Background: an optimization exercise with open tools, aiming at small area, a short achievable clock period and few clock cycles per item. Do not read the settings as production practice. Where RTL was checked, it was by simulation tests only, not by an equivalence proof against the original. Power and IR drop assume default switching activity.

== job 1130 ==
==> module relu_quantizer, before the edit <==
module relu_quantizer (
    input  logic                   clk,
    input  logic                   rst_n,
    input  logic [31:0]            scale,
    input  logic [23:0]            acc,      
    input  logic                   sum_valid,
    output logic [3:0]             act_wr_we,
    output logic [16-1:0]  act_wr_addr,
    output logic [31:0]            act_wr_data,
    output logic                   finish
);
    localparam logic [7:0] o_first = 8'(692);
    localparam logic [7:0] o_last  = 8'(692 + 120 / 4 - 1);
    logic [22:0] r;        
    logic        pos;      
    logic [22:0] hs;       
    logic [22:0] hc;       
    logic [22:0] x;
    logic [22:0] fs;
    logic [22:0] fc;
    logic        p;        
    logic        sbit;     
    logic [4:0]  k;        
    logic        busy;
    logic        fin;
    logic        sat;
    logic [6:0]  q;        
    logic [1:0]  lane;
    logic [7:0]  oaddr;
    assign x  = (sbit && pos) ? r : 23'd0;
    assign fs = hs ^ hc ^ x;
    assign fc = (hs & hc) | (x & (hs ^ hc));
    assign p  = fs[0];
    assign act_wr_addr = {6'b000000, 2'b10, oaddr};
    assign act_wr_data = {4{1'b0, q}};
    always_ff @(posedge clk) begin
        if (sum_valid) begin
            r <= acc[22:0];
            pos <= !acc[23];
            hs <= '0;
            hc <= '0;
            sat <= 1'b0;
        end else begin
            hs <= {1'b0, fs[22:1]};
            hc <= fc;
            if (busy && (k[4:3] == 2'b11 || k == 5'd0)) begin
                sat <= sat | p;
            end
        end
        sbit <= scale[sum_valid ? 5'd0 : k];
        k <= sum_valid ? 5'd1 : k + 5'd1;
        if (busy && k >= 5'd17 && k <= 5'd23) begin
            q <= {p, q[6:1]};
        end else if (fin && (sat || hs != '0 || hc != '0)) begin
            q <= 7'd127;
        end
    end
    always_ff @(posedge clk) begin
        if (!rst_n) begin
            busy <= 1'b0;
            fin <= 1'b0;
            act_wr_we <= 4'b0000;
            lane <= 2'd0;
            oaddr <= o_first;
            finish <= 1'b0;
        end else begin
            if (sum_valid) begin
                busy <= 1'b1;
            end else if (k == 5'd0) begin
                busy <= 1'b0;
            end
            fin <= busy && k == 5'd0;
            act_wr_we <= fin ? 4'b0001 << lane : 4'b0000;
            finish <= act_wr_we != 4'b0000 && lane == 2'd3 && oaddr == o_last;
            if (act_wr_we != 4'b0000) begin
                lane <= lane + 2'd1;
                if (lane == 2'd3) begin
                    oaddr <= (oaddr == o_last) ? o_first : oaddr + 8'd1;
                end
            end
        end
    end
endmodule
clock: 14.5 ns
lec_check: 0
cap_margin: 20
core_margin: 2
core_utilization: 60
cts_cluster_diameter: 100
cts_cluster_size: 30
slew_margin: 20
synth_hierarchical: 1
standard.sh (not shown) runs the stock make flow with config.mk's settings and CLKGATE_MAP_FILE= SYNTH_SCRIPT=/design/flow/synth_recipe.tcl, a recipe that flattens the netlist after the stock synthesis.
==> flow/flow/run.sh <==
#!/bin/bash
# The standard layout, except that the port buffers are the platform's
# smallest plain buffer instead of a delay buffer.
set -euo pipefail
export BUFFER_PORTS_ARGS="-buffer_cell sky130_fd_sc_hd__buf_1"
bash standard.sh > standard.log 2>&1
Input-level comparison between job 5399 and job 1130:
--- a/flow/design.v
+++ b/flow/design.v
@@ -2802,7 +2802,7 @@
     input  logic                   clk,
     input  logic                   rst_n,
     input  logic [31:0]            scale,
-    input  logic [23:0]            acc,      
+    input  logic [23:0]            acc,
     input  logic                   sum_valid,
     output logic [3:0]             act_wr_we,
     output logic [16-1:0]  act_wr_addr,
@@ -2812,7 +2812,6 @@
     localparam logic [7:0] o_first = 8'(692);
     localparam logic [7:0] o_last  = 8'(692 + 120 / 4 - 1);
     logic [22:0] r;        
-    logic        pos;      
     logic [22:0] hs;       
     logic [22:0] hc;       
     logic [22:0] x;
@@ -2827,7 +2826,7 @@
     logic [6:0]  q;        
     logic [1:0]  lane;
     logic [7:0]  oaddr;
-    assign x  = (sbit && pos) ? r : 23'd0;
+    assign x  = sbit ? r : 23'd0;
     assign fs = hs ^ hc ^ x;
     assign fc = (hs & hc) | (x & (hs ^ hc));
     assign p  = fs[0];
@@ -2835,8 +2834,7 @@
     assign act_wr_data = {4{1'b0, q}};
     always_ff @(posedge clk) begin
         if (sum_valid) begin
-            r <= acc[22:0];
-            pos <= !acc[23];
+            r <= acc[23] ? 23'd0 : acc[22:0];
             hs <= '0;
             hc <= '0;
             sat <= 1'b0;
- The final layout from job 5399, which completed every stage, passed the timing, design-rule and antenna checks at the end of the flow.
- Of the two values seen for highest metal layer with signal wires, met5 was produced by job 5399 and met4 by job 1130.
- Diff job 1130 -> job 5399: relative contribution of sequential cells to total power went down 0.5 points, synthesized instance count has increased.
- Changes observed in job 5399 relative to job 1130: flip-flop and latch count stayed essentially flat, number of standard cells in the final layout excluding fillers now sits higher.
- Diff job 5399 and job 1130: placement-stage cell area higher in job 5399
- Die area | job 5399 > job 1130
- Job 5399: first-pass GRT wire length about 0.9% below job 1130
- Compared with job 1130, job 5399 shows a hold slack that is 0.0033 ns higher.
- Re clock buffer instance count of the final layout: job 5399 is 14% up on job 1130.
- Of the two values seen for critical path class, register to output pin was produced by job 5399 and register to register by job 1130.
- The start point of the critical path comes out i_fc_sequencer.waddr[3] in one run and i_dot_product8.f_r in the other, namely in job 5399 and job 1130 respectively.
Testbench counts of job 5399, summed over its fixed seeds: cycles 144,960, layers 24.
Only the layout flow was run in job 1130; the RTL was not checked for function there.

[afterwards: timing with drivers on the ports]
No port has a modelled driver above. Below, the same layouts with a new extraction and two added sets of constraints. Step 1 (the two cells are an assumption about what drives the block):
set clk [get_ports {clk}]
set_driving_cell -lib_cell sky130_fd_sc_hd__clkbuf_16 $clk
set_driving_cell -lib_cell sky130_fd_sc_hd__buf_2 [delete_from_list [all_inputs] $clk]
Step 2 adds t to the input delays and takes it off the output delays; t is the mean of the earliest and latest rising clock arrival at the registers after step 1. Input paths then give back, and output paths get back, about the clock's delay inside the block. a / b / c = no drivers / after step 1 / after step 2; a / b = the first two.
| run | t (ns) | slack for setup (ns) | pins driven straight from the clock port |
|---|---|---|---|
| job 1130 | 0.599 | 10.201 / 10.201 / 10.201 | 1 |
| job 5399 | 0.599 | 10.304 / 10.244 / 10.323 | 1 |
After both steps every run listed still meets setup and hold.
